Optimization exercise on an open flow, not production practice. RTL: at most simulated, not proved equivalent. Function not checked: runs 5 and 7. Power: default activity.

## flow/config.mk

```make
export PLATFORM = sky130hd
export DESIGN_NAME = psram_rsp
export DESIGN_NICKNAME = psram_rsp
export VERILOG_FILES = /design/flow/design.v
export SDC_FILE = /design/flow/constraint.sdc
export NUM_CORES = 4
export LEC_CHECK = 0
export CAP_MARGIN = 20
export CORE_MARGIN = 2
export CORE_UTILIZATION = 65
export SETUP_SLACK_MARGIN = 3.7
export SLEW_MARGIN = 20
```

## flow/constraint.sdc

```tcl
create_clock -name core_clock -period 6.0 [get_ports {clk_i}]
set_input_delay 1.2000 -clock core_clock [delete_from_list [all_inputs] [get_ports {clk_i}]]
set_output_delay 1.2000 -clock core_clock [all_outputs]
set_load 0.01 [all_outputs]
```

## flow/standard.sh

```bash
#!/bin/bash
# synth_recipe.tcl (not shown) runs the flow's synth.tcl, then flattens the netlist and writes it again
# the make line also repeats each setting of config.mk as NAME=value (left out here)
make -C /OpenROAD-flow-scripts/flow DESIGN_CONFIG=/design/flow/config.mk WORK_HOME=/design/flow/orfs CLKGATE_MAP_FILE= SYNTH_SCRIPT=/design/flow/synth_recipe.tcl "${@:-finish}"
```

## flow/design.v

```verilog
module psram_rsp #(
    parameter int unsigned MEM_AW = 8
) (
    input  logic        clk_i,
    input  logic        rst_i,
    input  logic [7:0]  cfg_rcmd_i,
    input  logic [7:0]  cfg_wcmd_i,
    input  logic [7:0]  cfg_mrcmd_i,
    input  logic [7:0]  cfg_mwcmd_i,
    input  logic [7:0]  cfg_rlc_i,
    input  logic [7:0]  cfg_wlc_i,
    input  logic        psram_sck_i,
    input  logic        psram_ce_i,
    input  logic [7:0]  psram_io_in_i,
    input  logic        psram_dqs_in_i,
    output logic [7:0]  psram_io_out_o,
    output logic        psram_io_en_o,
    output logic        psram_dqs_out_o,
    output logic        psram_dqs_en_o,
    output logic [31:0] mr_o,
    output logic        err_o
);
    localparam int S_IDLE = 0, S_INST = 1, S_ADDR = 2, S_LATN = 3,
                   S_WDATA = 4, S_RDATA = 5, S_MWR = 6, S_IGNR = 7;
    logic              sck_q, sck_prev_q, ce_q, dqs_q;
    logic [7:0]        io_q;
    logic [7:0]        st_q, st_d;
    logic              armed_q;
    logic              inst_got_q;
    logic [7:0]        opcode_q;
    logic [7:0]        ptr_q, ptr_d;
    logic [1:0]        byte_cnt_q;
    logic [7:0]        lat_q;
    logic              is_wr_q;
    logic              is_mr_q;
    logic              mwr_done_q;
    logic [3:0][7:0]   mr_q;
    logic [7:0]        io_out_q;
    logic              io_en_q;
    logic              dqs_out_q;
    logic              dqs_en_q;
    logic [3:0][7:0]   sd_q;            
    logic [3:0][3:0]   soh_q;           
    logic [3:0][3:0]   spos_q;          
    logic [3:0]        sl0_q, sl8_q;    
    logic [3:0]        mwsel_q;         
    logic [15:0][15:0][7:0] ring_q;     
    logic [3:0]        ph_q;
    logic [15:0]       rsel_q, rsel_d;  
    logic [3:0][15:0]  psel_q, psel_d;  
    logic [3:0][7:0]   rdp_q;           
    logic edge_c, rise_c, go_c;
    logic idle_go_c, inst_cap_c, inst_go_c, addr_edge_c, addr4_c;
    logic m_r_c, m_w_c, m_mr_c, m_mw_c, any_lat_c;
    logic lat_rise_c, lat_done_c, rd_start_c, rd_edge_c, wr_edge_c, inc_c, mr_wr_c;
    assign edge_c = sck_q ^ sck_prev_q;
    assign rise_c = sck_q & ~sck_prev_q;
    assign go_c   = ~ce_q;
    assign m_r_c     = (opcode_q == cfg_rcmd_i);
    assign m_w_c     = (opcode_q == cfg_wcmd_i);
    assign m_mr_c    = (opcode_q == cfg_mrcmd_i);
    assign m_mw_c    = (opcode_q == cfg_mwcmd_i);
    assign any_lat_c = m_r_c | m_w_c | m_mr_c;
    assign idle_go_c   = go_c & st_q[S_IDLE] & armed_q;
    assign inst_cap_c  = go_c & st_q[S_INST] & rise_c & ~inst_got_q;
    assign inst_go_c   = go_c & st_q[S_INST] & edge_c & inst_got_q;
    assign addr_edge_c = go_c & st_q[S_ADDR] & edge_c;
    assign addr4_c     = addr_edge_c & (byte_cnt_q == 2'd3);
    assign lat_rise_c  = go_c & st_q[S_LATN] & rise_c;
    assign lat_done_c  = lat_rise_c & (lat_q == 8'd0);
    assign rd_start_c  = lat_done_c & ~is_wr_q;
    assign rd_edge_c   = go_c & st_q[S_RDATA] & edge_c;
    assign wr_edge_c   = go_c & st_q[S_WDATA] & edge_c;
    assign mr_wr_c     = go_c & st_q[S_MWR] & edge_c & ~mwr_done_q;
    assign inc_c       = rd_start_c | rd_edge_c | wr_edge_c;
    always_comb begin
        st_d[S_IDLE]  = ce_q | (st_q[S_IDLE] & ~armed_q);
        st_d[S_INST]  = idle_go_c | (go_c & st_q[S_INST] & ~(edge_c & inst_got_q));
        st_d[S_ADDR]  = inst_go_c | (go_c & st_q[S_ADDR] & ~addr4_c);
        st_d[S_LATN]  = (addr4_c & any_lat_c) | (go_c & st_q[S_LATN] & ~lat_done_c);
        st_d[S_WDATA] = (lat_done_c & is_wr_q) | (go_c & st_q[S_WDATA]);
        st_d[S_RDATA] = rd_start_c | (go_c & st_q[S_RDATA]);
        st_d[S_MWR]   = (addr4_c & ~any_lat_c & m_mw_c) | (go_c & st_q[S_MWR]);
        st_d[S_IGNR]  = (addr4_c & ~any_lat_c & ~m_mw_c) | (go_c & st_q[S_IGNR]);
    end
    assign ptr_d = addr_edge_c ? io_q : inc_c ? ptr_q + 8'd1 : ptr_q;
    always_ff @(posedge clk_i or posedge rst_i) begin
        if (rst_i) begin
            sck_q      <= 1'b0;
            sck_prev_q <= 1'b0;
            ce_q       <= 1'b0;
            st_q       <= 8'b1 << S_IDLE;
            armed_q    <= 1'b0;
            mr_q       <= '0;
            io_out_q   <= 8'd0;
            io_en_q    <= 1'b0;
            dqs_out_q  <= 1'b0;
            dqs_en_q   <= 1'b0;
        end else begin
            sck_q      <= psram_sck_i;
            sck_prev_q <= sck_q;
            ce_q       <= psram_ce_i;
            st_q       <= st_d;
            armed_q    <= armed_q | ce_q;
            for (int k = 0; k < 4; k++) begin
                if (mr_wr_c && mwsel_q[k]) begin
                    mr_q[k] <= io_q;
                end
            end
            if (rd_start_c || rd_edge_c) begin
                io_out_q <= is_mr_q ? mr_q[ptr_q[1:0]] : (rdp_q[0] | rdp_q[1] | rdp_q[2] | rdp_q[3]);
            end
            if (rd_start_c) begin
                dqs_out_q <= 1'b0;
            end else if (rd_edge_c) begin
                dqs_out_q <= ~dqs_out_q;
            end
            io_en_q  <= rd_start_c | (go_c & io_en_q);
            dqs_en_q <= rd_start_c | (go_c & dqs_en_q);
        end
    end
    always_ff @(posedge clk_i) begin
        io_q  <= psram_io_in_i;
        dqs_q <= psram_dqs_in_i;
        if (idle_go_c) begin
            inst_got_q <= 1'b0;
        end else if (inst_cap_c) begin
            inst_got_q <= 1'b1;
        end
        if (inst_cap_c) begin
            opcode_q <= io_q;
        end
        if (inst_go_c) begin
            byte_cnt_q <= 2'd0;
        end else if (addr_edge_c) begin
            byte_cnt_q <= byte_cnt_q + 2'd1;
        end
        if (addr4_c) begin
            lat_q      <= (~m_r_c & m_w_c) ? cfg_wlc_i : cfg_rlc_i;
            is_wr_q    <= ~m_r_c & m_w_c;
            is_mr_q    <= ~m_r_c & ~m_w_c & m_mr_c;
            mwr_done_q <= 1'b0;
        end else if (lat_rise_c && !lat_done_c) begin
            lat_q <= lat_q - 8'd1;
        end else if (mr_wr_c) begin
            mwr_done_q <= 1'b1;
        end
    end
    logic [3:0]  ld_col_c, ld_pos_c;
    logic [15:0][7:0] rd_ring_c;
    logic [3:0][7:0]  rd_grp_c;
    assign ld_col_c = io_q[7:4] + ph_q + 4'd1;
    always_comb begin
        for (int g = 0; g < 4; g++) begin
            if (addr_edge_c) begin
                psel_d[g] = 16'b1 << ld_col_c;
            end else if (inc_c && rsel_q[15]) begin
                psel_d[g] = {psel_q[g][13:0], psel_q[g][15:14]};
            end else begin
                psel_d[g] = {psel_q[g][14:0], psel_q[g][15]};
            end
        end
        if (addr_edge_c) begin
            rsel_d = 16'b1 << io_q[3:0];
        end else if (inc_c) begin
            rsel_d = {rsel_q[14:0], rsel_q[15]};
        end else begin
            rsel_d = rsel_q;
        end
    end
    always_comb begin
        for (int r = 0; r < 16; r++) begin
            rd_ring_c[r] = '0;
            for (int p = 0; p < 16; p++) begin
                rd_ring_c[r] = rd_ring_c[r] | ({8{psel_q[r / 4][p]}} & ring_q[r][p]);
            end
        end
        for (int g = 0; g < 4; g++) begin
            rd_grp_c[g] = '0;
            for (int r = 4 * g; r < 4 * g + 4; r++) begin
                rd_grp_c[g] = rd_grp_c[g] | ({8{rsel_q[r]}} & rd_ring_c[r]);
            end
        end
    end
    assign ld_pos_c = ptr_q[7:4] + ph_q + 4'd1;
    always_ff @(posedge clk_i) begin
        ptr_q  <= ptr_d;
        ph_q   <= ph_q + 4'd1;
        rsel_q <= rsel_d;
        psel_q <= psel_d;
        rdp_q  <= rd_grp_c;
        if (addr_edge_c) begin
            mwsel_q <= 4'b1 << io_q[1:0];
        end
        for (int e = 0; e < 4; e++) begin
            if (wr_edge_c && dqs_q && ptr_q[1:0] == 2'(e)) begin
                sd_q[e]   <= io_q;
                soh_q[e]  <= 4'b1 << ptr_q[3:2];
                spos_q[e] <= ld_pos_c;
                sl0_q[e]  <= (ld_pos_c == 4'd15);
                sl8_q[e]  <= (ld_pos_c == 4'd7);
            end else begin
                spos_q[e] <= spos_q[e] + 4'd1;
                sl0_q[e]  <= (spos_q[e] == 4'd14);
                sl8_q[e]  <= (spos_q[e] == 4'd6);
            end
        end
        for (int r = 0; r < 16; r++) begin
            for (int p = 0; p < 16; p++) begin
                if (p == 0 && sl0_q[r % 4] && soh_q[r % 4][r / 4]) begin
                    ring_q[r][p] <= sd_q[r % 4];
                end else if (p == 8 && sl8_q[r % 4] && soh_q[r % 4][r / 4]) begin
                    ring_q[r][p] <= sd_q[r % 4];
                end else begin
                    ring_q[r][p] <= ring_q[r][(p + 15) % 16];
                end
            end
        end
    end
    assign psram_io_out_o  = io_out_q;
    assign psram_io_en_o   = io_en_q;
    assign psram_dqs_out_o = dqs_out_q;
    assign psram_dqs_en_o  = dqs_en_q;
    assign mr_o            = mr_q;
    logic       ce_prev_q, ce_fall_c, unknown_c;
    logic [1:0] guard_q, guard_d;
    logic       err_q, err_d;
    assign ce_fall_c = ce_prev_q & ~ce_q;
    assign unknown_c = addr4_c & ~any_lat_c & ~m_mw_c;
    always_comb begin
        guard_d = guard_q;
        if (ce_fall_c) begin
            guard_d = 2'd2;
        end else if (guard_q != 2'd0) begin
            guard_d = guard_q - 2'd1;
        end
        err_d = err_q;
        if (unknown_c) begin
            err_d = 1'b1;
        end
        if (ce_q && (st_q[S_INST] || st_q[S_ADDR] || st_q[S_LATN])) begin
            err_d = 1'b1;
        end
        if (edge_c && !ce_q && (ce_fall_c || guard_q != 2'd0)) begin
            err_d = 1'b1;
        end
    end
    always_ff @(posedge clk_i or posedge rst_i) begin
        if (rst_i) begin
            ce_prev_q <= 1'b0;
            guard_q   <= 2'd0;
            err_q     <= 1'b0;
        end else begin
            ce_prev_q <= ce_q;
            guard_q   <= guard_d;
            err_q     <= err_d;
        end
    end
    assign err_o = err_q;
endmodule
```

## flow/flow/run.sh

```bash
#!/bin/bash
# The standard layout (standard.sh), with these changes:
#  * plain buf_4 buffers on the ports instead of the delay buffers that buffer_ports
#    picks by default;
#  * clock tree synthesis without dummy loads, with clkbuf_16 buffers and larger sink
#    clusters than the default (fewer leaf buffers).
# ORFS's own logs stay in orfs/logs; standard.sh's output goes to standard.log.
set -e
bash standard.sh \
  BUFFER_PORTS_ARGS="-buffer_cell sky130_fd_sc_hd__buf_4" \
  CTS_ARGS="-sink_clustering_enable -repair_clock_nets -dont_use_dummy_load -buf_list sky130_fd_sc_hd__clkbuf_16 -sink_clustering_size 20 -sink_clustering_max_diameter 70" \
  finish > standard.log 2>&1
```

==> results.py, run 1 <==
metrics = {
    "place": {
        "port_buffers": 104,
        "place_congestion": 0.835,
        "dp_hpwl_mm": 108,
    },
    "synth": {
        "synth_xor_xnor_area_share_pct": 0.836,
        "synth_cell_type_count": 54,
        "ys.flop_type": "dfxtp_1",
        "synth_sequential_area_ratio_pct": 71.6,
        "synth_top_cell_area_share_pct": 65.3,
        "synth_area_leaders": "dfxtp_1 (65%), mux2_2 (4.8%), a221oi_1 (4.6%)",
        "synth_seq_cells": 2337,
        "synth_compound_area_share_pct": 15.3,
        "yosys.area_share.simple_pct": 3.27,
        "synth_most_common_cell": "dfxtp_1",
        "yosysTopAreaCell": "dfxtp_1",
        "synth_area_um2": 67000,
        "synth-edff-count": 94,
        "muxShareOfSynthArea_pct": 6.40,
        "synth_top_family_by_area": "compound AO/OA/AOI/OAI gates",
        "syn_nets": 4942,
        "synth-warning-count": 1,
        "synthArstFlopShare_pct": 2.48,
        "ys_top_cells_by_count": "dfxtp_1 (2,185), a221oi_1 (354), a22o_1 (353), a22oi_1 (352), mux2_2 (285)",
        "synth-adder-area-share_pct": 0.489,
        "post_synth.cell_area_avg_um2": 13.8,
        "syn_inst": 4856,
    },
    "routing": {
        "drt-pass1-iter-count": 9,
        "wirelength_mm": 191,
        "dr_total_vias": 42000,
        "drt.antenna.violating_nets": 0,
        "via_per_inst": 6.69,
        "drcViolationCount": 0,
        "wire_per_inst_um": 30.3,
        "initialDrtViolationCount": 5000,
    },
    "final_layout": {
        "n_fill_cell": 7040,
        "seq_area_um2": 48100,
        "area_growth_pct": 9.61,
        "final_nets": 5002,
        "drive_gt1_share_pct": 16.2,
        "multi_input_area_um2": 18000,
        "utilization_pct": 72.0,
    },
    "global_route": {
        "grt_first_pass_wirelength_mm": 274,
        "grt_util_all_layers_pct": 34.9,
        "overflow": 0,
        "grt_pass1_vias": 41300,
        "grt_max_degree": 82,
        "antenna_found_initial": 12,
    },
    "power": {
        "p_per_area_nw_per_um2": 356,
        "irDropWorstVdd_uv": 295,
        "leakage_nw": 29.0,
    },
    "job": {
        "maxCapViolations": 0,
    },
    "clock_tree": {
        "clkLatencyLatePin_ns": 0.75,
        "ctsLongestPathBuffers": 3,
        "cts.clk_slew.worst_paths_ns": 0.08,
        "numCtsBuffers": 135,
        "numClockSinks": 2337,
        "postCtsHoldBufs": 0,
        "cts-root-buf": "clkbuf_16",
        "cts_tree": "built",
        "htreeDepth": 4,
    },
    "setup_path": {
        "cp.arrival_ns": 1.35,
        "critPathSlowestCell": "dfrtp_2",
        "endpoint_kind": "output port",
        "critPathLaunchType": "register",
        "path_cells": "buf_6",
        "cp_num_buf_inv": 1,
        "critPathMaxFanout": 3,
        "worstSetupPathType": "register to output port",
        "critical-path-top-delay-family": "flip-flops",
        "slowest_delay_ns": 0.47,
        "crit_required_ns": 4.80,
    },
    "timing": {
        "setup_tns_ns": 0,
        "tightestPinTransition_ns": 1.20,
        "layout_min_cycle_time_ns": 2.55,
        "rsz0062_at_grt": "true",
        "timing.final.crit_share_pct": 42.5,
        "skew_ns": 0.0422,
        "final-hold-violation-count": 0,
        "max-slew-margin-rel_pct": 20.0,
        "fmax_mhz": 392,
        "drv_slew": 0,
        "setup_viol": 0,
    },
    "floorplanning": {
        "ios": 105,
        "design.core.area_um2": 102000,
        "placementRows": 117,
        "fp.dieW_um": 325,
        "start_util_pct": 65.7,
        "die_h_um": 325,
        "dieArea_um2": 106000,
    },
    "run_status": {
        "status": "timing/DRC/antenna clean",
    },
    "worst_hold_path": {
        "hold_path.class": "register to register",
    },
}
[path summary, 6_finish.rpt]
kind                                end    startpoint  cells past startpoint  slack (ns)
max                             mr_o[1]       mr_q[1]                      1        3.45
min                        ring_q[1553]  ring_q[1545]                      0        0.33
max reg2reg                  psel_q[60]      lat_q[5]                      7        3.68
min reg2reg                ring_q[1553]  ring_q[1545]                      0        0.33
max in group asynchronous      mr_q[17]         rst_i                      3        4.73
min in group asynchronous     dqs_out_q         rst_i                      3        0.70
[worst reg2reg max path: cells and delay by family, from the launching register on]
kind,cells,cell delay (ns)
and+or+nand+nor,2,0.82
DFF,1,0.41
buffers and inverters,2,0.38
AOI/OAI and AO/OA,2,0.37
muxes,1,0.23
[where the power goes]
group | internal (mW) | switching [mW] | total [mW]
Sequential | 16.1 | 0.387 | 16.5
Combinational | 0.347 | 0.531 | 0.878
Clock | 4.00 | 4.75 | 8.75
Total | 20.5 | 5.66 | 26.1
[cells by family after synthesis]
| logic type | after synthesis |
|---|---|
| flops | 2337 |
| buf+inv | 353 |
| simple gates | 425 |
| mux | 379 |
| fa+ha+maj | 25 |
| xor+xnor | 64 |
| compound gates | 1273 |
[final cells by class]
cell class / count / share of cell area, %
Antenna cell: 7 / 0.0238
Clock buffer: 135 / 4.60
Inverter: 34 / 0.208
Multi-Input combinational cell: 2174 / 24.5
Sequential cell: 2337 / 65.5
Tap cell: 1368 / 2.33
Timing Repair Buffer: 234 / 2.87
[layout by cell type (no fill, tap or decap), types with 7 or more instances in the layout]
cell	Yosys	final
a21oi_1	10	10
a221oi_1	354	354
a22o_1	353	353
a22oi_1	352	352
buf_4	1	171
buf_6	6	54
clkbuf_16	0	140
dfrtp_1	57	54
dfxtp_1	2185	2126
dfxtp_2	0	59
diode_2	0	7
edfxtp_1	94	94
ha_1	23	22
inv_1	33	26
mux2_2	285	285
mux2_4	8	8
mux2i_1	78	74
mux4_2	8	8
nand2_1	110	98
nand2_2	0	9
nand3_1	138	138
nand4_1	102	102
nor2_1	21	21
nor4_1	15	12
o21ai_0	105	99
o31ai_1	17	17
o32ai_1	65	61
xnor2_1	20	19
xor2_1	44	42
[sequential cells by signal (all words and copies together), names as in the netlist, 2 cells and up]
signal and count:
psel_q 64, soh_q 16, io_q 8, spos_q 16, opcode_q 8, mr_q 32, lat_q 8, ring_q 2048
byte_cnt_q 2, sl8_q 4, sl0_q 4, mwsel_q 4, ph_q 4, guard_q 2, ptr_q 8, io_out_q 8
rdp_q 32, sd_q 32, st_q 7, rsel_q 16
[repair_timing]
item	in CTS	in global routing
setup buffers	31	19
gates cloned	2	14
gates resized for setup	84	45
pin swaps	2	47
setup endpoints to repair	243	228
[layer usage]
layer / GRT usage (%) / vias to the layer above / share of wire [%]
met4: 12.4 / 2 / 3.6
met5: 0 / - / 0.0068
met3: 6.56 / 357 / 9.2
met2: 53.7 / 2069 / 45
li1: - / 18300 / -
met1: 49.5 / 21300 / 42
[per-stage QoR]
stage / hold WS (ns) / setup WS [ns] / instances / power (mW) / area, um^2
CTS: 0.321 / 3.42 / 6248 / 26.1 / 72900
floorplan: 0.331 / 3.53 / 4856 / 17.2 / 67100
finish: 0.326 / 3.45 / 6289 / 26.1 / 73500
detailed placement: 0.336 / 2.88 / 6080 / 17.7 / 68900
global route: 0.329 / 3.42 / 6282 / 26.8 / 73400
global placement: 0.332 / 2.88 / 6080 / 17.7 / 68900
==> inputs of run 2 (changes only) <==
--- a/flow/flow/run.sh
+++ b/flow/flow/run.sh
@@ -8,5 +8,5 @@
 set -e
 bash standard.sh \
   BUFFER_PORTS_ARGS="-buffer_cell sky130_fd_sc_hd__buf_4" \
-  CTS_ARGS="-sink_clustering_enable -repair_clock_nets -dont_use_dummy_load -buf_list sky130_fd_sc_hd__clkbuf_16 -sink_clustering_size 20 -sink_clustering_max_diameter 70" \
+  CTS_ARGS="-sink_clustering_enable -repair_clock_nets -dont_use_dummy_load -buf_list sky130_fd_sc_hd__clkbuf_16 -sink_clustering_size 25 -sink_clustering_max_diameter 80" \
   finish > standard.log 2>&1
==> run 2 against run 1 <==
  * Setup slack gained 0.017 ns
  * Final area shrank 1.3%
  * Clock skew grew 0.0020 ns
==> results.py, run 2 <==
metrics = {
    "run_status": {
        "status": "timing/DRC/antenna clean",
    },
    "synth": {
        "synth-edff-count": 94,
        "synth-warning-count": 1,
        "yosysTopAreaCell": "dfxtp_1",
        "ys_top_cells_by_count": "dfxtp_1 (2,185), a221oi_1 (354), a22o_1 (353), a22oi_1 (352), mux2_2 (285)",
        "synth_most_common_cell": "dfxtp_1",
        "synth_area_um2": 67000,
        "synth_sequential_area_ratio_pct": 71.6,
        "synth_seq_cells": 2337,
        "post_synth.cell_area_avg_um2": 13.8,
        "synth_cell_type_count": 54,
        "ys.flop_type": "dfxtp_1",
        "synth_area_leaders": "dfxtp_1 (65%), mux2_2 (4.8%), a221oi_1 (4.6%)",
        "synth_top_cell_area_share_pct": 65.3,
        "syn_inst": 4856,
        "synthArstFlopShare_pct": 2.48,
        "syn_nets": 4942,
    },
    "worst_hold_path": {
        "hold_path.class": "register to register",
        "min_from": "ring_q[1346]",
        "hold_end": "ring_q[1354]",
        "min_path_cells": 0,
    },
    "setup_path": {
        "cp.arrival_ns": 1.33,
        "cp-startpoint": "mr_q[1]",
        "crit_required_ns": 4.80,
        "ff2ff_path_depth": 7,
        "r2r_end": "psel_q[25]",
        "slowest_delay_ns": 0.47,
        "rr_startpoint": "lat_q[5]",
        "critPathSlowestCell": "dfrtp_2",
        "endpoint_kind": "output port",
        "cp_num_buf_inv": 1,
        "critical-path-top-delay-family": "flip-flops",
        "path_cells": "buf_6",
        "worstSetupPathType": "register to output port",
        "r2r_slack_ns": 3.76,
        "critPathMaxFanout": 3,
        "critPathLaunchType": "register",
    },
    "floorplanning": {
        "fp.dieW_um": 325,
        "dieArea_um2": 106000,
        "start_util_pct": 65.7,
        "placementRows": 117,
        "design.core.area_um2": 102000,
        "die_h_um": 325,
        "ios": 105,
    },
    "place": {
        "dp_hpwl_mm": 108,
        "port_buffers": 104,
        "place_congestion": 0.835,
    },
    "final_layout": {
        "top_register": "ring_q",
        "final_common_cell": "dfxtp_1",
        "area_growth_pct": 8.23,
        "largest_reg_flops": 2048,
        "final_nets": 4968,
        "top_regs": "ring_q x2048, psel_q x64",
        "drive_gt1_share_pct": 15.5,
        "layout_common_cells": "dfxtp_1 (2,126), a221oi_1 (354), a22o_1 (353)",
    },
    "global_route": {
        "grt_util_all_layers_pct": 34.6,
        "antenna_found_initial": 11,
        "gr-usage-met1_pct": 49.6,
        "grt_max_degree": 82,
        "met2_usage_pct": 53.6,
        "overflow": 0,
        "use_met3_pct": 5.76,
        "gr-max-usage-layer": "met2",
        "grt_first_pass_wirelength_mm": 272,
        "grt_pass1_vias": 41000,
    },
    "clock_tree": {
        "htreeDepth": 3,
        "ctsLongestPathBuffers": 3,
        "cts-root-buf": "clkbuf_16",
        "cts_tree": "built",
        "numCtsBuffers": 103,
        "numClockSinks": 2337,
        "clkLatencyLatePin_ns": 0.72,
        "cts.clk_slew.worst_paths_ns": 0.10,
    },
    "routing": {
        "wirelength_mm": 189,
        "dr_total_vias": 41900,
        "drt.antenna.violating_nets": 0,
        "drcViolationCount": 0,
        "via_per_inst": 6.71,
        "drt-pass1-iter-count": 7,
        "initialDrtViolationCount": 4930,
        "wire_per_inst_um": 30.2,
    },
    "timing": {
        "drv_slew": 0,
        "rsz0062_at_grt": "true",
        "skew_ns": 0.0442,
        "holdWs_ns": 0.331,
        "layout_min_cycle_time_ns": 2.53,
        "tightestPinTransition_ns": 1.19,
        "setup_viol": 0,
        "timing.final.crit_share_pct": 42.2,
        "max-slew-margin-rel_pct": 20.9,
        "fmax_mhz": 395,
        "setup_tns_ns": 0,
        "final-hold-violation-count": 0,
    },
    "job": {
        "maxCapViolations": 0,
    },
    "power": {
        "leakage_nw": 28.6,
        "irDropWorstVdd_uv": 283,
        "p_per_area_nw_per_um2": 345,
    },
}
==> run 2: worst max-delay path by stage <==
stage                     slack, ns       end  depth (start not counted)
final                          3.47   mr_o[1]                          1
after global routing           3.43   mr_o[2]                          1
after CTS                      3.43   mr_o[1]                          1
after detailed placement       2.88  lat_q[6]                          6
after global placement         2.88  lat_q[2]                          6
after floorplan                3.53  lat_q[0]                          6
==> run 2: final cells by class <==
cell class	count	area [um^2]
diodes	4	10.0
clock buffers	103	2580
fillers	7158	29500
inverters	34	153
multi-input cells	2173	17900
flip-flops and latches	2337	48100
well taps	1368	1710
repair buffers	233	2040
==> run 2: logic make-up after synthesis <==
family	after synthesis	synth area share [%]
flip-flops	2337	71.6
multiplexers	379	6.40
adder cells (fa/ha/maj)	25	0.489
AO/OA/AOI/OAI	1273	15.3
XOR/XNOR	64	0.836
buffers and inverters	353	2.05
AND/OR/NAND/NOR	425	3.27
==> run 2: metal layers <==
metal / share of wire, % / wire length [um]
met5: 0.023 / 44
met3: 8.7 / 16300
met2: 45 / 84600
met1: 43 / 80800
met4: 3.7 / 6930
==> run 2: what timing repair did <==
item | in CTS | in global routing
endpoints found under the setup margin | 239 | 222
resized for setup | 86 | 32
hold buffers | 0 | 0
pin swaps | 1 | 9
gates cloned | 2 | 8
buffers inserted | 28 | 25
==> run 2: through the flow <==
stage	instances	power, mW	instance area, um^2	utilization [%]	worst slack [ns]
finish	6252	25.0	72500	71.1	3.47
global route	6248	25.7	72500	71.1	3.43
CTS	6213	25.0	72100	70.7	3.43
detailed placement	6080	17.7	68900	67.6	2.88
global placement	6080	17.7	68900	67.6	2.88
floorplan	4856	17.2	67100	-	3.53
==> run 2: power breakdown <==
part           switching (mW)  leakage (nW)  internal (mW)
Clock                    4.53          1.27           3.07
Sequential              0.382          19.4           16.1
Combinational           0.530          7.92          0.347
==> inputs of run 3 (changes only) <==
--- a/flow/design.v
+++ b/flow/design.v
@@ -20,6 +20,7 @@
     output logic [31:0] mr_o,
     output logic        err_o
 );
+    localparam int NPS = 2, NRG = 2;
     localparam int S_IDLE = 0, S_INST = 1, S_ADDR = 2, S_LATN = 3,
                    S_WDATA = 4, S_RDATA = 5, S_MWR = 6, S_IGNR = 7;
     logic              sck_q, sck_prev_q, ce_q, dqs_q;
@@ -47,9 +48,10 @@
     logic [15:0][15:0][7:0] ring_q;     
     logic [3:0]        ph_q;
     logic [15:0]       rsel_q, rsel_d;  
-    logic [3:0][15:0]  psel_q, psel_d;  
-    logic [3:0][7:0]   rdp_q;           
+    logic [NPS-1:0][15:0] psel_q, psel_d;  
+    logic [NRG-1:0][7:0] rdp_q;         
     logic edge_c, rise_c, go_c;
+    logic [7:0] rd_or_c;
     logic idle_go_c, inst_cap_c, inst_go_c, addr_edge_c, addr4_c;
     logic m_r_c, m_w_c, m_mr_c, m_mw_c, any_lat_c;
     logic lat_rise_c, lat_done_c, rd_start_c, rd_edge_c, wr_edge_c, inc_c, mr_wr_c;
@@ -108,7 +110,7 @@
                 end
             end
             if (rd_start_c || rd_edge_c) begin
-                io_out_q <= is_mr_q ? mr_q[ptr_q[1:0]] : (rdp_q[0] | rdp_q[1] | rdp_q[2] | rdp_q[3]);
+                io_out_q <= is_mr_q ? mr_q[ptr_q[1:0]] : rd_or_c;
             end
             if (rd_start_c) begin
                 dqs_out_q <= 1'b0;
@@ -148,10 +150,10 @@
     end
     logic [3:0]  ld_col_c, ld_pos_c;
     logic [15:0][7:0] rd_ring_c;
-    logic [3:0][7:0]  rd_grp_c;
+    logic [NRG-1:0][7:0] rd_grp_c;
     assign ld_col_c = io_q[7:4] + ph_q + 4'd1;
     always_comb begin
-        for (int g = 0; g < 4; g++) begin
+        for (int g = 0; g < NPS; g++) begin
             if (addr_edge_c) begin
                 psel_d[g] = 16'b1 << ld_col_c;
             end else if (inc_c && rsel_q[15]) begin
@@ -172,14 +174,20 @@
         for (int r = 0; r < 16; r++) begin
             rd_ring_c[r] = '0;
             for (int p = 0; p < 16; p++) begin
-                rd_ring_c[r] = rd_ring_c[r] | ({8{psel_q[r / 4][p]}} & ring_q[r][p]);
-            end
-        end
-        for (int g = 0; g < 4; g++) begin
+                rd_ring_c[r] = rd_ring_c[r] | ({8{psel_q[r / (16 / NPS)][p]}} & ring_q[r][p]);
+            end
+        end
+        for (int g = 0; g < NRG; g++) begin
             rd_grp_c[g] = '0;
-            for (int r = 4 * g; r < 4 * g + 4; r++) begin
+            for (int r = (16 / NRG) * g; r < (16 / NRG) * (g + 1); r++) begin
                 rd_grp_c[g] = rd_grp_c[g] | ({8{rsel_q[r]}} & rd_ring_c[r]);
             end
+        end
+    end
+    always_comb begin
+        rd_or_c = '0;
+        for (int g = 0; g < NRG; g++) begin
+            rd_or_c = rd_or_c | rdp_q[g];
         end
     end
     assign ld_pos_c = ptr_q[7:4] + ph_q + 4'd1;
==> run 3 against run 2 <==
  * Still clean
  * Fmax increased by 2.3%
  * Final area shrank 1.5%
  * Sequential power about the same
  * Critical path type unchanged
==> results.py, run 3 <==
metrics = {
    "run_status": {
        "status": "timing/DRC/antenna clean",
    },
    "power": {
        "switchingPower_mw": 5.36,
        "finalPower_mw": 24.6,
        "intPower_mw": 19.2,
        "pwr-share-clk_pct": 30.4,
        "combPwrFrac_pct": 3.7,
        "leakage_nw": 27.7,
        "p_per_area_nw_per_um2": 344,
        "irDropWorstVdd_uv": 256,
        "pwr-share-seq_pct": 65.9,
        "swShare_pct": 21.8,
    },
    "synth": {
        "synth-edff-count": 94,
        "synth_area_leaders": "dfxtp_1 (66%), a221oi_1 (6.9%), a22o_1 (6.9%)",
        "synth_top_cell_area_share_pct": 65.7,
        "synth_seq_cells": 2289,
        "synth_cell_type_count": 57,
        "syn_nets": 4675,
        "synth-adder-area-share_pct": 0.504,
        "synth_top_family_by_area": "compound AO/OA/AOI/OAI gates",
        "synth-warning-count": 1,
        "syn_inst": 4589,
        "ys.flop_type": "dfxtp_1",
        "synthArstFlopShare_pct": 2.53,
        "synth_most_common_cell": "dfxtp_1",
        "post_synth.cell_area_avg_um2": 14.2,
        "synth_area_um2": 65100,
        "yosysTopAreaCell": "dfxtp_1",
        "muxShareOfSynthArea_pct": 5.44,
        "synth_sequential_area_ratio_pct": 72.3,
        "ys_top_cells_by_count": "dfxtp_1 (2,137), a221oi_1 (514), a22o_1 (514), mux2_2 (286), clkbuf_1 (199)",
        "yosys.area_share.simple_pct": 2.99,
        "synth_xor_xnor_area_share_pct": 0.848,
        "synth_compound_area_share_pct": 16.0,
    },
    "final_layout": {
        "drive_gt1_share_pct": 16.1,
        "design_area_um2": 71400,
        "top_register": "ring_q",
        "diodes": 0,
        "final_nets": 4751,
        "final_common_cell": "dfxtp_1",
        "layout_common_cells": "dfxtp_1 (2,102), a22o_1 (514), a221oi_1 (512)",
        "area_growth_pct": 9.78,
        "largest_reg_flops": 2048,
    },
    "timing": {
        "tightestPinTransition_ns": 0.902,
        "setup_tns_ns": 0,
        "final-hold-violation-count": 0,
        "setup_viol": 0,
        "skew_ns": 0.0341,
        "fmax_mhz": 404,
        "rsz0062_at_grt": "true",
        "timing.final.crit_share_pct": 41.3,
        "drv_slew": 0,
        "max-slew-margin-rel_pct": 39.9,
        "layout_min_cycle_time_ns": 2.48,
    },
    "worst_hold_path": {
        "hold_path.class": "register to register",
    },
    "floorplanning": {
        "placementRows": 116,
        "design.core.area_um2": 99700,
        "start_util_pct": 65.3,
        "fp.dieW_um": 320,
        "die_h_um": 320,
        "dieArea_um2": 103000,
        "ios": 105,
    },
    "setup_path": {
        "critPathLaunchType": "register",
        "slowest_delay_ns": 0.44,
        "worstSetupPathType": "register to output port",
        "critical-path-top-delay-family": "flip-flops",
        "cp.arrival_ns": 1.28,
        "endpoint_kind": "output port",
        "crit_required_ns": 4.80,
        "critPathSlowestCell": "dfrtp_1",
        "critPathMaxFanout": 3,
        "path_cells": "buf_6",
        "cp_num_buf_inv": 1,
    },
    "place": {
        "port_buffers": 104,
        "place_congestion": 0.847,
        "placed_cell_area_um2": 66900,
        "dp_hpwl_mm": 102,
    },
    "routing": {
        "drt-pass1-iter-count": 5,
        "wire_per_inst_um": 31.0,
        "dr_total_vias": 40400,
        "drt.antenna.violating_nets": 0,
        "wirelength_mm": 185,
        "initialDrtViolationCount": 4157,
        "via_per_inst": 6.78,
        "drcViolationCount": 0,
    },
    "clock_tree": {
        "numCtsBuffers": 101,
        "numClockSinks": 2289,
        "cts.clk_slew.worst_paths_ns": 0.10,
        "cts-root-buf": "clkbuf_16",
        "clkLatencyLatePin_ns": 0.71,
        "cts_tree": "built",
        "htreeDepth": 3,
        "ctsLongestPathBuffers": 3,
    },
    "job": {
        "maxCapViolations": 0,
    },
    "global_route": {
        "overflow": 0,
        "grt_max_degree": 59,
        "grt_util_all_layers_pct": 34.0,
        "grt_first_pass_wirelength_mm": 259,
        "antenna_found_initial": 10,
        "grt_pass1_vias": 39200,
    },
}
[run 3: cell count changes in the layout (fill, tap and decap cells not counted), sizes merged, moves of 64 or more]
cell | previous run | this run
a221oi | 354 | 514
a22o | 353 | 514
a22oi | 352 | 64
mux2i | 78 | 14
nand3 | 138 | 12
o21ai | 105 | 36
o32ai | 65 | 1
[run 3: metrics by stage]
stage	util, %	hold slack [ns]	instances	worst slack (ns)
CTS	70.7	0.330	5918	3.49
global route	71.6	0.333	5961	3.49
global placement	67.1	0.332	5766	2.53
detailed placement	67.1	0.335	5766	2.45
floorplan	-	0.331	4589	3.53
finish	71.6	0.339	5961	3.52
[run 3: logic make-up after synthesis]
logic type	count (synthesis)
xor+xnor	63
buf+inv	310
compound gates	1230
fa+ha+maj	25
flops	2289
simple gates	364
mux	308
[run 3: what timing repair did]
action / CTS / global route
hold buffers: 0 / 0
gates cloned: 2 / 2
pin swaps: 8 / 11
endpoints found under the setup margin: 222 / 176
gates resized for setup: 121 / 52
endpoints found under the hold margin: 0 / 0
setup buffers: 49 / 41
[run 3: cell type report]
cell class                      count  area, um^2
Tap cell                         1298        1620
Clock buffer                      101        2530
Inverter                           38         169
Fill cell                        6766       28300
Multi-Input combinational cell   1993       17100
Timing Repair Buffer              242        2780
Sequential cell                  2289       47200
[run 3: per-layer routing]
metal,up-vias,wire [um],track usage [%],part of all wire [%]
met3,341,14400,4.37,7.8
met1,20700,76800,46.7,42
met5,-,0,0,0
met4,0,7260,12.7,3.9
met2,1857,86500,55.3,47
li1,17600,-,-,-
[run 3: power groups by stage]
| stage | clock, mW | sequential, mW | combinational, mW |
|---|---|---|---|
| floorplan | 0 | 16.3 | 0.543 |
| global placement | 0 | 16.6 | 0.739 |
| detailed placement | 0 | 16.6 | 0.751 |
| CTS | 7.50 | 16.2 | 0.817 |
| global route | 8.05 | 16.2 | 0.951 |
| finish | 7.45 | 16.2 | 0.911 |
[run 3: path summary, 6_finish.rpt]
check	cells past startpoint	slack, ns	start	to
setup / recovery	1	3.52	mr_q[29]	mr_o[29]
hold reg to reg	0	0.34	ring_q[2004]	ring_q[2012]
max in group asynchronous	3	4.69	rst_i	ce_q
min in group asynchronous	3	0.73	rst_i	mr_q[7]
hold / removal	0	0.34	ring_q[2004]	ring_q[2012]
setup reg to reg	9	3.65	io_q[4]	psel_q[11]
==> inputs of run 4 (changes only) <==
--- a/flow/config.mk
+++ b/flow/config.mk
@@ -8,5 +8,5 @@
 export CAP_MARGIN = 20
 export CORE_MARGIN = 2
 export CORE_UTILIZATION = 65
-export SETUP_SLACK_MARGIN = 3.7
+export SETUP_SLACK_MARGIN = 3.5
 export SLEW_MARGIN = 20
==> run 4 against run 3 <==
  * Still clean
  * Flip-flop and latch count did not move
  * Combinational power fell by 18%
  * Global-route usage fell by 1.1 points
  * Critical endpoint is now rdp_q[1]
  * Sequential share of layout area rose by 1.6 points
  * First-iteration DRC count fell by 10%
  * Wire length fell by 6.5%
  * Largest power group unchanged
==> results.py, run 4 <==
metrics = {
    "run_status": {
        "status": "timing/DRC/antenna clean",
    },
    "worst_hold_path": {
        "hold_path.class": "register to register",
    },
    "setup_path": {
        "r2r_slack_ns": 3.53,
        "ff2ff_path_depth": 6,
        "path_cells": "buf_4 -> a22o_1 -> a221oi_1 -> nand4_1 -> a22oi_1 -> nand4_1",
        "r2r_end": "rdp_q[1]",
        "endpoint_kind": "register",
        "cp-startpoint": "psel_q[2]",
        "crit_end": "rdp_q[1]",
        "cp.arrival_ns": 3.02,
        "critPathSlowestCell": "a22oi_1",
        "crit_required_ns": 6.55,
        "cpMostUsedCell": "nand4_1",
        "critPathMaxFanout": 55,
        "worstSetupPathType": "register to register",
        "critPathLaunchType": "register",
        "rr_startpoint": "psel_q[2]",
        "slowest_delay_ns": 0.50,
    },
    "power": {
        "p_per_area_nw_per_um2": 350,
        "finalPower_mw": 24.4,
        "leakage_nw": 27.0,
        "irDropWorstVdd_uv": 263,
    },
    "global_route": {
        "antenna_found_initial": 6,
        "grt_util_all_layers_pct": 32.8,
        "grt_pass1_vias": 39100,
        "overflow": 0,
        "grt_max_degree": 59,
        "grt_first_pass_wirelength_mm": 252,
    },
    "final_layout": {
        "n_fill_cell": 6935,
        "diodes": 0,
        "layout_common_cells": "dfxtp_1 (2,104), a221oi_1 (514), a22o_1 (514)",
        "drive_gt1_share_pct": 14.0,
        "design_area_um2": 69800,
        "largest_reg_flops": 2048,
        "area_growth_pct": 7.22,
        "final_common_cell": "dfxtp_1",
        "final_nets": 4667,
        "top_register": "ring_q",
    },
    "clock_tree": {
        "numCtsBuffers": 101,
        "htreeDepth": 3,
        "ctsLongestPathBuffers": 3,
        "clkLatencyLatePin_ns": 0.73,
        "cts-root-buf": "clkbuf_16",
        "cts_tree": "built",
        "numClockSinks": 2289,
        "cts.clk_slew.worst_paths_ns": 0.09,
    },
    "routing": {
        "drcViolationCount": 0,
        "initialDrtViolationCount": 3739,
        "drt-pass1-iter-count": 6,
        "drt.antenna.violating_nets": 0,
        "wirelength_mm": 173,
        "wire_per_inst_um": 29.4,
        "via_per_inst": 6.68,
        "dr_total_vias": 39200,
    },
    "synth": {
        "yosysTopAreaCell": "dfxtp_1",
        "ys_top_cells_by_count": "dfxtp_1 (2,137), a221oi_1 (514), a22o_1 (514), mux2_2 (286), clkbuf_1 (199)",
        "synth_cell_type_count": 57,
        "synth_seq_cells": 2289,
        "synthArstFlopShare_pct": 2.53,
        "synth_sequential_area_ratio_pct": 72.3,
        "post_synth.cell_area_avg_um2": 14.2,
        "synth_top_cell_area_share_pct": 65.7,
        "synth-edff-count": 94,
        "synth_most_common_cell": "dfxtp_1",
        "ys.flop_type": "dfxtp_1",
        "synth-warning-count": 1,
        "syn_inst": 4589,
        "synth_area_um2": 65100,
        "synth_area_leaders": "dfxtp_1 (66%), a221oi_1 (6.9%), a22o_1 (6.9%)",
        "syn_nets": 4675,
    },
    "floorplanning": {
        "dieArea_um2": 103000,
        "fp.dieW_um": 320,
        "ios": 105,
        "die_h_um": 320,
        "placementRows": 116,
        "start_util_pct": 65.3,
        "design.core.area_um2": 99700,
    },
    "timing": {
        "timing.final.crit_share_pct": 41.2,
        "layout_min_cycle_time_ns": 2.47,
        "skew_ns": 0.0565,
        "fmax_mhz": 404,
        "setup_viol": 0,
        "tightestPinTransition_ns": 1.04,
        "rsz0062_at_grt": "true",
        "max-slew-margin-rel_pct": 30.6,
        "final-hold-violation-count": 0,
        "setup_tns_ns": 0,
        "drv_slew": 0,
    },
    "place": {
        "placed_cell_area_um2": 66800,
        "place_congestion": 0.840,
        "port_buffers": 104,
        "dp_hpwl_mm": 101,
    },
    "job": {
        "maxCapViolations": 0,
    },
}
[run 4: worst min-delay path by stage]
stage / start / to / slack [ns] / cells after the start
floorplan: ring_q[1024] / ring_q[1032] / 0.33 / 0
global placement: ring_q[1442] / ring_q[1450] / 0.33 / 0
global route: ring_q[1460] / ring_q[1468] / 0.32 / 0
finish: ring_q[1460] / ring_q[1468] / 0.32 / 0
CTS: ring_q[1231] / ring_q[1239] / 0.30 / 0
detailed placement: ring_q[436] / ring_q[444] / 0.34 / 0
[run 4: cells by family (layout without fill, tap and decap cells)]
family / after synthesis / count (layout) / synth area share [%]
xor gates and xnor gates: 63 / 63 / 0.848
muxes: 308 / 308 / 5.44
AOI/OAI and AO/OA: 1230 / 1230 / 16.0
DFF: 2289 / 2289 / 72.3
buffers and inverters: 310 / 298 / 1.86
adders and majority gates: 25 / 25 / 0.504
and+or+nand+nor: 364 / 366 / 2.99
[run 4: metal layers]
layer,global-route usage [%],part of all wire (%),vias to the layer above
met5,0,0,-
met4,11.5,3.8,0
met3,3.76,6.3,342
met2,53.9,47,1514
met1,45.3,43,20000
li1,-,-,17400
[run 4: cell type report]
cell class	count	area, um^2	share of cell area, %
timing repair buffer	158	1290	1.85
sequential	2289	47200	67.6
multi-input combinational	1992	17000	24.3
timing repair inverter	1	7.51	0.0108
inverter	38	165	0.237
tap	1298	1620	2.33
clock buffer	101	2530	3.62
[run 4: critical path, delay by kind of cell (launching register included)]
kind,cells,cell delay (ns)
AO/OA/AOI/OAI,3,1.06
buffers and inverters,1,0.44
flip-flops,1,0.43
AND/OR/NAND/NOR,2,0.39
[run 4: stage by stage]
stage                     util (%)  hold slack (ns)  std cells  worst slack [ns]
after CTS                     69.8            0.305       5871              3.50
after detailed placement      67.0            0.337       5757              2.50
after global placement        67.0            0.333       5757              2.55
final                         70.0            0.320       5877              3.53
after floorplan                  -            0.331       4589              3.51
after global routing          70.0            0.322       5877              3.49
[run 4: what timing repair did]
action,in CTS,in global routing
setup buffers,11,5
pin swaps,1,0
hold buffers,0,0
cloned,2,1
gates resized for setup,21,41
setup endpoints to repair,137,150
[run 4: power breakdown]
part	leakage [nW]	total, mW	switching (mW)	internal (mW)
logic	6.74	0.746	0.413	0.333
clock network	1.24	7.45	4.44	3.01
registers	19.0	16.2	0.451	15.8
total	27.0	24.4	5.30	19.1
==> inputs of run 5 (changes only) <==
--- a/flow/design.v
+++ b/flow/design.v
@@ -20,7 +20,7 @@
     output logic [31:0] mr_o,
     output logic        err_o
 );
-    localparam int NPS = 2, NRG = 2;
+    localparam int NPS = 1, NRG = 2;
     localparam int S_IDLE = 0, S_INST = 1, S_ADDR = 2, S_LATN = 3,
                    S_WDATA = 4, S_RDATA = 5, S_MWR = 6, S_IGNR = 7;
     logic              sck_q, sck_prev_q, ce_q, dqs_q;
--- a/flow/config.mk
+++ b/flow/config.mk
@@ -8,5 +8,5 @@
 export CAP_MARGIN = 20
 export CORE_MARGIN = 2
 export CORE_UTILIZATION = 65
-export SETUP_SLACK_MARGIN = 3.5
+export SETUP_SLACK_MARGIN = 3.7
 export SLEW_MARGIN = 20
==> run 5 against run 4 <==
  * Still clean
  * Highest routed layer is now met5
  * Die area fell by 0.74%
  * Clock power hardly changed
  * Clock skew fell by 0.0099 ns
==> results.py, run 5 <==
metrics = {
    "routing": {
        "drt-met1-wl_mm": 80.8,
        "initialDrtViolationCount": 4922,
        "wl_met3_mm": 17.2,
        "wl_met2_mm": 84.3,
        "drt-pass1-iter-count": 5,
        "drcViolationCount": 0,
        "top_layer_used": "met5",
        "via_per_inst": 6.83,
        "dr_total_vias": 40700,
        "drt.antenna.violating_nets": 0,
        "wire_per_inst_um": 32.0,
        "wirelength_mm": 190,
    },
    "synth": {
        "synth_most_common_cell": "dfxtp_1",
        "post_synth.cell_area_avg_um2": 14.2,
        "synth_area_leaders": "dfxtp_1 (66%), a221oi_1 (7.0%), a22o_1 (7.0%)",
        "synth_seq_cells": 2273,
        "synth-edff-count": 94,
        "syn_inst": 4540,
        "ys.flop_type": "dfxtp_1",
        "synth-warning-count": 1,
        "synth_top_cell_area_share_pct": 65.7,
        "synth_cell_type_count": 52,
        "synthArstFlopShare_pct": 2.55,
        "synth_area_um2": 64600,
        "ys_top_cells_by_count": "dfxtp_1 (2,121), a221oi_1 (514), a22o_1 (513), mux2_2 (285), clkbuf_1 (195)",
        "synth_sequential_area_ratio_pct": 72.4,
        "yosysTopAreaCell": "dfxtp_1",
        "syn_nets": 4626,
    },
    "power": {
        "leakage_nw": 27.9,
        "p_per_area_nw_per_um2": 342,
        "pwr-share-seq_pct": 65.6,
        "pwr-share-clk_pct": 30.6,
        "irDropWorstVdd_uv": 380,
        "finalPower_mw": 24.4,
        "switchingPower_mw": 5.33,
        "intPower_mw": 19.1,
        "swShare_pct": 21.9,
        "combPwrFrac_pct": 3.8,
    },
    "final_layout": {
        "seq_area_um2": 46800,
        "layout_common_cells": "dfxtp_1 (2,103), a221oi_1 (513), a22o_1 (513)",
        "largest_reg_flops": 2048,
        "drive_gt1_share_pct": 16.4,
        "multi_input_area_um2": 16900,
        "final_common_cell": "dfxtp_1",
        "top_regs": "ring_q x2048, mr_q x32, sd_q x32",
        "final_nets": 4751,
        "n_fill_cell": 6649,
        "top_register": "ring_q",
        "area_growth_pct": 10.6,
    },
    "timing": {
        "drv_slew": 0,
        "fin_ws_ns": 3.52,
        "setup_viol": 0,
        "fmax_mhz": 404,
        "max-slew-margin-rel_pct": 22.4,
        "layout_min_cycle_time_ns": 2.48,
        "final-hold-violation-count": 0,
        "tightestPinTransition_ns": 1.16,
        "timing.final.crit_share_pct": 41.3,
        "setup_tns_ns": 0,
        "skew_ns": 0.0465,
        "rsz0062_at_grt": "true",
    },
    "floorplanning": {
        "fp.dieW_um": 319,
        "design.core.area_um2": 98400,
        "dieArea_um2": 102000,
        "die_h_um": 319,
        "start_util_pct": 65.6,
        "ios": 105,
        "placementRows": 115,
    },
    "place": {
        "port_buffers": 104,
        "place_congestion": 0.818,
        "dpl_worst_slack_ns": 2.88,
        "dp_hpwl_mm": 100,
    },
    "global_route": {
        "overflow": 0,
        "antenna_found_initial": 6,
        "grt_pass1_vias": 39600,
        "grt_util_all_layers_pct": 35.7,
        "grt_first_pass_wirelength_mm": 269,
        "grt_max_degree": 85,
    },
    "clock_tree": {
        "cts.clk_slew.worst_paths_ns": 0.10,
        "numClockSinks": 2273,
        "cts-root-buf": "clkbuf_16",
        "htreeDepth": 3,
        "ctsLongestPathBuffers": 3,
        "clkLatencyLatePin_ns": 0.73,
        "cts_tree": "built",
        "numCtsBuffers": 101,
    },
    "setup_path": {
        "cp.arrival_ns": 1.28,
        "critPathLaunchType": "register",
        "cp_num_buf_inv": 1,
        "path_cells": "buf_6",
        "crit_required_ns": 4.80,
        "critPathMaxFanout": 3,
        "critPathSlowestCell": "dfrtp_1",
        "slowest_delay_ns": 0.44,
        "endpoint_kind": "output port",
        "critical-path-top-delay-family": "flip-flops",
        "worstSetupPathType": "register to output port",
    },
    "run_status": {
        "status": "timing/DRC/antenna clean",
    },
    "job": {
        "maxCapViolations": 0,
    },
    "worst_hold_path": {
        "hold_path.class": "register to register",
    },
}
==> run 5: cell count changes after synthesis, moves of 6 or more <==
cell     change
buf_6        +8
nand2_1      +6
buf_2        -7
a21oi_1     -15
dfxtp_1     -16
a221o_1     -30
nor3_1       -7
o32ai_1     +12
mux2i_1     +16
==> run 5: what timing repair did <==
action                     CTS  global route
resized for setup          116            32
hold buffers                 0             0
pin swaps                    9            22
buffers inserted            60            62
setup endpoints to repair  177           117
gates cloned                 9             5
==> run 5: logic make-up (layout without fill, tap and decap cells) <==
group | count (synthesis) | count (layout) | synth area share [%]
DFF | 2273 | 2273 | 72.4
other | 0 | 2 | 0
adders and majority gates | 25 | 25 | 0.508
muxes | 323 | 323 | 5.71
and+or+nand+nor | 352 | 354 | 2.88
buffers and inverters | 302 | 422 | 1.89
xor gates and xnor gates | 63 | 63 | 0.854
AOI/OAI and AO/OA | 1202 | 1203 | 15.8
==> run 5: metal layers <==
layer	global-route usage (%)	vias to the layer above
met3	5.61	389
met1	50.9	20700
li1	-	17500
met2	54.9	2060
met4	14.2	4
met5	0	-
==> run 5: worst paths after layout <==
kind	startpoint	end	slack, ns	depth (start not counted)
min reg2reg	ring_q[475]	ring_q[483]	0.31	0
max reg2reg	psel_q[4]	rdp_q[10]	3.67	6
max	mr_q[7]	mr_o[7]	3.52	1
max in group asynchronous	rst_i	mr_q[29]	4.73	3
min	ring_q[475]	ring_q[483]	0.31	0
min in group asynchronous	rst_i	st_q[3]	0.74	3
==> run 5: per-stage QoR <==
stage | cells | instance area, um^2 | hold slack [ns] | util (%)
CTS | 5883 | 70500 | 0.309 | 71.7
detailed placement | 5713 | 66500 | 0.337 | 67.6
floorplan | 4540 | 64600 | 0.331 | -
finish | 5952 | 71400 | 0.309 | 72.6
global placement | 5713 | 66500 | 0.332 | 67.6
global route | 5950 | 71400 | 0.304 | 72.6
==> run 5: cell type report <==
cell class / instances / area share (%)
Sequential cell: 2273 / 65.5
Multi-Input combinational cell: 1968 / 23.7
Timing Repair Buffer: 285 / 4.76
Clock buffer: 101 / 3.54
Tap cell: 1287 / 2.26
Inverter: 36 / 0.223
Antenna cell: 2 / 0.00701
==> run 5: power by group through the flow <==
stage	registers [mW]	clock network (mW)	logic [mW]
floorplan	16.2	0	0.500
global placement	16.4	0	0.763
detailed placement	16.4	0	0.772
CTS	16.0	7.48	0.866
global route	16.1	8.01	0.962
finish	16.0	7.46	0.931
==> inputs of run 6 (changes only) <==
--- a/flow/design.v
+++ b/flow/design.v
@@ -20,7 +20,7 @@
     output logic [31:0] mr_o,
     output logic        err_o
 );
-    localparam int NPS = 1, NRG = 2;
+    localparam int NPS = 2, NRG = 2;
     localparam int S_IDLE = 0, S_INST = 1, S_ADDR = 2, S_LATN = 3,
                    S_WDATA = 4, S_RDATA = 5, S_MWR = 6, S_IGNR = 7;
     logic              sck_q, sck_prev_q, ce_q, dqs_q;
==> flow/flow/run.sh (replaced) <==
#!/bin/bash
# The standard layout (standard.sh), with these changes:
#  * plain buf_4 buffers on the ports instead of the delay buffers that buffer_ports
#    picks by default;
#  * clock tree synthesis without dummy loads, with clkbuf_16 buffers and larger sink
#    clusters than the default (fewer leaf buffers);
#  * resizing may pick any cell of the same function (MATCH_CELL_FOOTPRINT=0).
# ORFS's own logs stay in orfs/logs; standard.sh's output goes to standard.log.
set -e
bash standard.sh \
  BUFFER_PORTS_ARGS="-buffer_cell sky130_fd_sc_hd__buf_4" \
  CTS_ARGS="-sink_clustering_enable -repair_clock_nets -dont_use_dummy_load -buf_list sky130_fd_sc_hd__clkbuf_16 -sink_clustering_size 25 -sink_clustering_max_diameter 80" \
  MATCH_CELL_FOOTPRINT=0 finish > standard.log 2>&1
==> run 6 against run 5 <==
  * Still clean
  * Die area rose by 0.74%
  * Power grew 0.61%
  * First-iteration DRC count is 16% lower
  * Combinational power shrank 2%
  * Critical path type unchanged
==> results.py, run 6 <==
metrics = {
    "routing": {
        "wire_per_inst_um": 31.0,
        "drt.antenna.violating_nets": 0,
        "dr_total_vias": 40400,
        "drt-pass1-iter-count": 5,
        "drcViolationCount": 0,
        "initialDrtViolationCount": 4157,
        "via_per_inst": 6.78,
        "wirelength_mm": 185,
    },
    "timing": {
        "fmax_mhz": 404,
        "rsz0062_at_grt": "true",
        "skew_ns": 0.0341,
        "setup_viol": 0,
        "layout_min_cycle_time_ns": 2.48,
        "max-slew-margin-rel_pct": 39.9,
        "final-hold-violation-count": 0,
        "setup_tns_ns": 0,
        "drv_slew": 0,
        "holdWs_ns": 0.339,
        "tightestPinTransition_ns": 0.902,
        "timing.final.crit_share_pct": 41.3,
    },
    "clock_tree": {
        "numCtsBuffers": 101,
        "cts.clk_slew.worst_paths_ns": 0.10,
        "cts-root-buf": "clkbuf_16",
        "cts_tree": "built",
        "clkLatencyLatePin_ns": 0.71,
        "htreeDepth": 3,
        "postCtsHoldBufs": 0,
        "ctsLongestPathBuffers": 3,
        "numClockSinks": 2289,
    },
    "floorplanning": {
        "fp.dieW_um": 320,
        "dieArea_um2": 103000,
        "start_util_pct": 65.3,
        "die_h_um": 320,
        "ios": 105,
        "design.core.area_um2": 99700,
        "placementRows": 116,
    },
    "synth": {
        "syn_inst": 4589,
        "synth-edff-count": 94,
        "post_synth.cell_area_avg_um2": 14.2,
        "synth_cell_type_count": 57,
        "synth_seq_cells": 2289,
        "ys.flop_type": "dfxtp_1",
        "synth-warning-count": 1,
        "synth_most_common_cell": "dfxtp_1",
        "synth_top_cell_area_share_pct": 65.7,
        "synth_area_leaders": "dfxtp_1 (66%), a221oi_1 (6.9%), a22o_1 (6.9%)",
        "synth_area_um2": 65100,
        "ys_top_cells_by_count": "dfxtp_1 (2,137), a221oi_1 (514), a22o_1 (514), mux2_2 (286), clkbuf_1 (199)",
        "yosysTopAreaCell": "dfxtp_1",
        "synthArstFlopShare_pct": 2.53,
        "syn_nets": 4675,
        "synth_sequential_area_ratio_pct": 72.3,
    },
    "setup_path": {
        "slowest_delay_ns": 0.44,
        "worstSetupPathType": "register to output port",
        "ff2ff_path_depth": 9,
        "critPathMaxFanout": 3,
        "critPathSlowestCell": "dfrtp_1",
        "path_depth": 1,
        "cp.arrival_ns": 1.28,
        "critPathLaunchType": "register",
        "endpoint_kind": "output port",
        "crit_required_ns": 4.80,
        "critical-path-top-delay-family": "flip-flops",
        "path_cells": "buf_6",
        "cp_num_buf_inv": 1,
    },
    "power": {
        "pwr-share-clk_pct": 30.4,
        "p_per_area_nw_per_um2": 344,
        "combPwrFrac_pct": 3.7,
        "intPower_mw": 19.2,
        "leakage_nw": 27.7,
        "pwr-share-seq_pct": 65.9,
        "swShare_pct": 21.8,
        "switchingPower_mw": 5.36,
        "irDropWorstVdd_uv": 256,
    },
    "global_route": {
        "antenna_found_initial": 10,
        "grt_pass1_vias": 39200,
        "grt_first_pass_wirelength_mm": 259,
        "grt_util_all_layers_pct": 34.0,
        "grt_max_degree": 59,
        "overflow": 0,
    },
    "worst_hold_path": {
        "min_path_cells": 0,
        "hold_path.class": "register to register",
    },
    "final_layout": {
        "n_fill_cell": 6766,
        "final_common_cell": "dfxtp_1",
        "largest_reg_flops": 2048,
        "top_register": "ring_q",
        "diodes": 0,
        "layout_common_cells": "dfxtp_1 (2,102), a22o_1 (514), a221oi_1 (512)",
        "area_growth_pct": 9.78,
        "final_cells": 5961,
        "final_nets": 4751,
        "drive_gt1_share_pct": 16.1,
    },
    "job": {
        "maxCapViolations": 0,
    },
    "place": {
        "dp_hpwl_mm": 102,
        "place_inst": 5766,
        "place_congestion": 0.847,
        "port_buffers": 104,
    },
    "run_status": {
        "status": "timing/DRC/antenna clean",
    },
}
==> run 6: cell types whose count changed in the layout (fill, tap and decap cells not counted), sizes merged, moves of 7 or more <==
| cell | change |
|---|---|
| mux2i | -16 |
| dfxtp | +16 |
| a21oi | +15 |
| nor3 | +7 |
| o32ai | -12 |
| bufbuf | -8 |
| buf | -35 |
| a221o | +30 |
==> run 6: metrics by stage <==
step                      setup slack [ns]  area (um^2)  power (mW)  utilization, %
final                                 3.52        71400        24.6            71.6
after global routing                  3.49        71400        25.2            71.6
after CTS                             3.49        70500        24.5            70.7
after detailed placement              2.45        66900        17.3            67.1
after global placement                2.53        66900        17.3            67.1
after floorplan                       3.53        65100        16.9               -
==> run 6: what timing repair did <==
| item | in CTS | in global routing |
|---|---|---|
| cloned | 2 | 2 |
| endpoints found under the setup margin | 222 | 176 |
| pin swaps | 8 | 11 |
| gates resized for setup | 125 | 52 |
| buffers inserted | 49 | 41 |
==> run 6: path summary, 6_finish.rpt <==
path | startpoint | endpoint | slack (ns)
worst max-delay path | mr_q[29] | mr_o[29] | 3.52
worst min-delay path | ring_q[2004] | ring_q[2012] | 0.34
worst max register to register | io_q[4] | psel_q[11] | 3.65
worst min register to register | ring_q[2004] | ring_q[2012] | 0.34
max in group asynchronous | rst_i | ce_q | 4.69
min in group asynchronous | rst_i | mr_q[7] | 0.73
==> run 6: per-layer routing <==
metal  global-route usage (%)  part of all wire (%)
met2                     55.3                    47
met4                     12.7                   3.9
met3                     4.37                   7.8
met5                        0                     0
met1                     46.7                    42
==> run 6: power groups by stage <==
| stage | clock [mW] | combinational, mW | sequential, mW |
|---|---|---|---|
| 2_1_floorplan | 0 | 0.543 | 16.3 |
| 3_3_place_gp | 0 | 0.739 | 16.6 |
| 3_5_place_dp | 0 | 0.751 | 16.6 |
| 4_1_cts | 7.50 | 0.817 | 16.2 |
| 5_1_grt | 8.05 | 0.951 | 16.2 |
| 6_report | 7.45 | 0.911 | 16.2 |
==> run 6: logic make-up (layout without fill, tap and decap cells) <==
| group | Yosys count | after routing | share of synthesized area (%) |
|---|---|---|---|
| and+or+nand+nor | 364 | 366 | 2.99 |
| muxes | 308 | 308 | 5.44 |
| xor gates and xnor gates | 63 | 63 | 0.848 |
| buffers and inverters | 310 | 381 | 1.86 |
| AOI/OAI and AO/OA | 1230 | 1231 | 16.0 |
| adders and majority gates | 25 | 25 | 0.504 |
| DFF | 2289 | 2289 | 72.3 |
==> run 6: final cells by class <==
class | instances | area, um^2 | area share, %
Clock buffer | 101 | 2530 | 3.54
Inverter | 38 | 169 | 0.236
Multi-Input combinational cell | 1993 | 17100 | 24.0
Sequential cell | 2289 | 47200 | 66.1
Tap cell | 1298 | 1620 | 2.27
Timing Repair Buffer | 242 | 2780 | 3.90
==> inputs of run 7 (changes only) <==
--- a/flow/design.v
+++ b/flow/design.v
@@ -151,7 +151,7 @@
     logic [3:0]  ld_col_c, ld_pos_c;
     logic [15:0][7:0] rd_ring_c;
     logic [NRG-1:0][7:0] rd_grp_c;
-    assign ld_col_c = io_q[7:4] + ph_q + 4'd1;
+    assign ld_col_c = io_q[7:4] + ph_q;
     always_comb begin
         for (int g = 0; g < NPS; g++) begin
             if (addr_edge_c) begin
@@ -190,7 +190,7 @@
             rd_or_c = rd_or_c | rdp_q[g];
         end
     end
-    assign ld_pos_c = ptr_q[7:4] + ph_q + 4'd1;
+    assign ld_pos_c = ptr_q[7:4] + ph_q;
     always_ff @(posedge clk_i) begin
         ptr_q  <= ptr_d;
         ph_q   <= ph_q + 4'd1;
==> flow/flow/run.sh (replaced) <==
#!/bin/bash
# The standard layout (standard.sh), with these changes:
#  * plain buf_4 buffers on the ports instead of the delay buffers that buffer_ports
#    picks by default;
#  * clock tree synthesis without dummy loads, with clkbuf_16 buffers and larger sink
#    clusters than the default (fewer leaf buffers).
# ORFS's own logs stay in orfs/logs; standard.sh's output goes to standard.log.
set -e
bash standard.sh \
  BUFFER_PORTS_ARGS="-buffer_cell sky130_fd_sc_hd__buf_4" \
  CTS_ARGS="-sink_clustering_enable -repair_clock_nets -dont_use_dummy_load -buf_list sky130_fd_sc_hd__clkbuf_16 -sink_clustering_size 25 -sink_clustering_max_diameter 80" \
  finish > standard.log 2>&1
--- a/flow/config.mk
+++ b/flow/config.mk
@@ -7,6 +7,6 @@
 export LEC_CHECK = 0
 export CAP_MARGIN = 20
 export CORE_MARGIN = 2
-export CORE_UTILIZATION = 65
+export CORE_UTILIZATION = 75
 export SETUP_SLACK_MARGIN = 3.7
 export SLEW_MARGIN = 20
==> run 7 against run 6 <==
  * Still clean on timing, DRC and antenna
  * Clock power about the same
  * Sequential power grew 3%
  * Register-to-register slack lost 0.29 ns
  * Critical path type is now register to register
==> results.py, run 7 <==
metrics = {
    "synth": {
        "synth-edff-count": 94,
        "yosysTopAreaCell": "dfxtp_1",
        "syn_nets": 4671,
        "synth_sequential_area_ratio_pct": 72.4,
        "synth-warning-count": 1,
        "synthArstFlopShare_pct": 2.53,
        "synth-adder-area-share_pct": 0.505,
        "synth_xor_xnor_area_share_pct": 0.849,
        "ys.flop_type": "dfxtp_1",
        "muxShareOfSynthArea_pct": 5.35,
        "synth_top_cell_area_share_pct": 65.9,
        "synth_most_common_cell": "dfxtp_1",
        "synth_top_family_by_area": "compound AO/OA/AOI/OAI gates",
        "ys_top_cells_by_count": "dfxtp_1 (2,137), a221oi_1 (514), a22o_1 (513), mux2_2 (284), clkbuf_1 (196)",
        "synth_cell_type_count": 58,
    },
    "timing": {
        "setup_tns_ns": 0,
        "timing.final.crit_share_pct": 43.9,
        "skew_ns": 0.0652,
        "layout_min_cycle_time_ns": 2.64,
        "rsz0062_at_grt": "true",
        "setup_viol": 0,
        "drv_slew": 0,
        "tightestPinTransition_ns": 1.17,
        "final-hold-violation-count": 0,
        "fmax_mhz": 379,
    },
    "setup_path": {
        "slowest_delay_ns": 0.51,
        "crit_required_ns": 6.60,
        "worstSetupPathType": "register to register",
        "critical-path-top-delay-family": "simple AND/OR/NAND/NOR gates",
        "ff2ff_path_depth": 7,
        "critPathLaunchType": "register",
        "path_depth": 7,
        "critPathMaxFanout": 8,
        "cp.arrival_ns": 3.23,
        "crit_end": "psel_q[13]",
    },
    "floorplanning": {
        "start_util_pct": 75.9,
        "ios": 105,
        "design.core.area_um2": 85500,
        "fp.dieW_um": 298,
        "placementRows": 107,
    },
    "clock_tree": {
        "numCtsBuffers": 101,
        "cts_tree": "built",
        "htreeDepth": 3,
        "cts.clk_slew.worst_paths_ns": 0.11,
        "clkLatencyLatePin_ns": 0.72,
        "cts-root-buf": "clkbuf_16",
        "postCtsHoldBufs": 0,
    },
    "global_route": {
        "grt_max_degree": 59,
        "grt_first_pass_wirelength_mm": 264,
        "antenna_found_initial": 5,
        "grt_util_all_layers_pct": 39.6,
    },
    "place": {
        "dp_hpwl_mm": 105,
        "place_inst": 5601,
        "port_buffers": 104,
        "place_congestion": 0.879,
        "placed_cell_area_um2": 66600,
    },
    "final_layout": {
        "drive_gt1_share_pct": 16.2,
        "largest_reg_flops": 2048,
        "n_fill_cell": 4558,
        "final_common_cell": "dfxtp_1",
        "design_area_um2": 71000,
        "area_growth_pct": 9.27,
    },
    "routing": {
        "drt-met1-wl_mm": 72.6,
        "drt.antenna.violating_nets": 0,
        "wire_per_inst_um": 32.7,
        "wirelength_mm": 190,
        "drcViolationCount": 0,
    },
    "power": {
        "finalPower_mw": 25.0,
        "p_per_area_nw_per_um2": 353,
        "irDropWorstVdd_uv": 324,
    },
    "run_status": {
        "status": "timing/DRC/antenna clean",
    },
}
-- run 7: cell types whose count changed in the layout (fill, tap and decap cells not counted), moves of 5 or more --
cell     delta
buf_16     -10
o21ai_2     +6
nor2_1     +16
o31ai_1     -8
buf_4      +15
a21oi_2     -7
diode_2     +5
nand2_1     -8
-- run 7: routing by layer --
layer / vias up / track usage, %
met5: - / 0
met4: 4 / 18.5
met3: 715 / 8.74
met2: 2927 / 61.4
met1: 21000 / 53.7
li1: 17600 / -
-- run 7: where the power goes --
group          leakage, nW  internal, mW  switching, mW  total, mW
Clock                 1.24          3.01           4.43       7.44
Combinational         7.33         0.413          0.531      0.945
Sequential            19.0          16.1          0.602       16.7
-- run 7: stage by stage --
step / hold WS [ns] / util (%) / setup slack (ns)
floorplan: 0.331 / - / 3.52
global placement: 0.333 / 77.8 / 2.88
detailed placement: 0.335 / 77.8 / 2.78
CTS: 0.316 / 82.1 / 3.53
global route: 0.321 / 83.0 / 3.40
finish: 0.321 / 83.0 / 3.36
-- run 7: worst min path at each step --
stage / end / cells after the start / slack (ns)
3_5_place_dp: ring_q[43] / 0 / 0.34
6_report: ring_q[1704] / 0 / 0.32
4_1_cts: ring_q[12] / 0 / 0.32
2_1_floorplan: ring_q[1032] / 0 / 0.33
5_1_grt: ring_q[588] / 0 / 0.32
3_3_place_gp: ring_q[1300] / 0 / 0.33
-- run 7: cell families after synthesis --
group | after synthesis
muxes | 302
and+or+nand+nor | 372
AOI/OAI and AO/OA | 1224
buffers and inverters | 310
DFF | 2289
adders and majority gates | 25
xor gates and xnor gates | 63
-- run 7: repair_timing --
item	CTS	global route
hold endpoints to repair	0	0
buffers inserted	54	44
gates resized for setup	117	65
pin swaps	10	15
setup endpoints to repair	234	225
gates cloned	8	1
-- run 7: cell type report --
cell class | instances | area, um^2 | area share [%]
Clock buffer | 101 | 2530 | 3.56
Tap cell | 1144 | 1430 | 2.02
Antenna cell | 5 | 12.5 | 0.0176
Inverter | 37 | 175 | 0.247
Timing Repair Buffer | 244 | 2530 | 3.56
Sequential cell | 2289 | 47200 | 66.5
Multi-Input combinational cell | 1994 | 17100 | 24.1
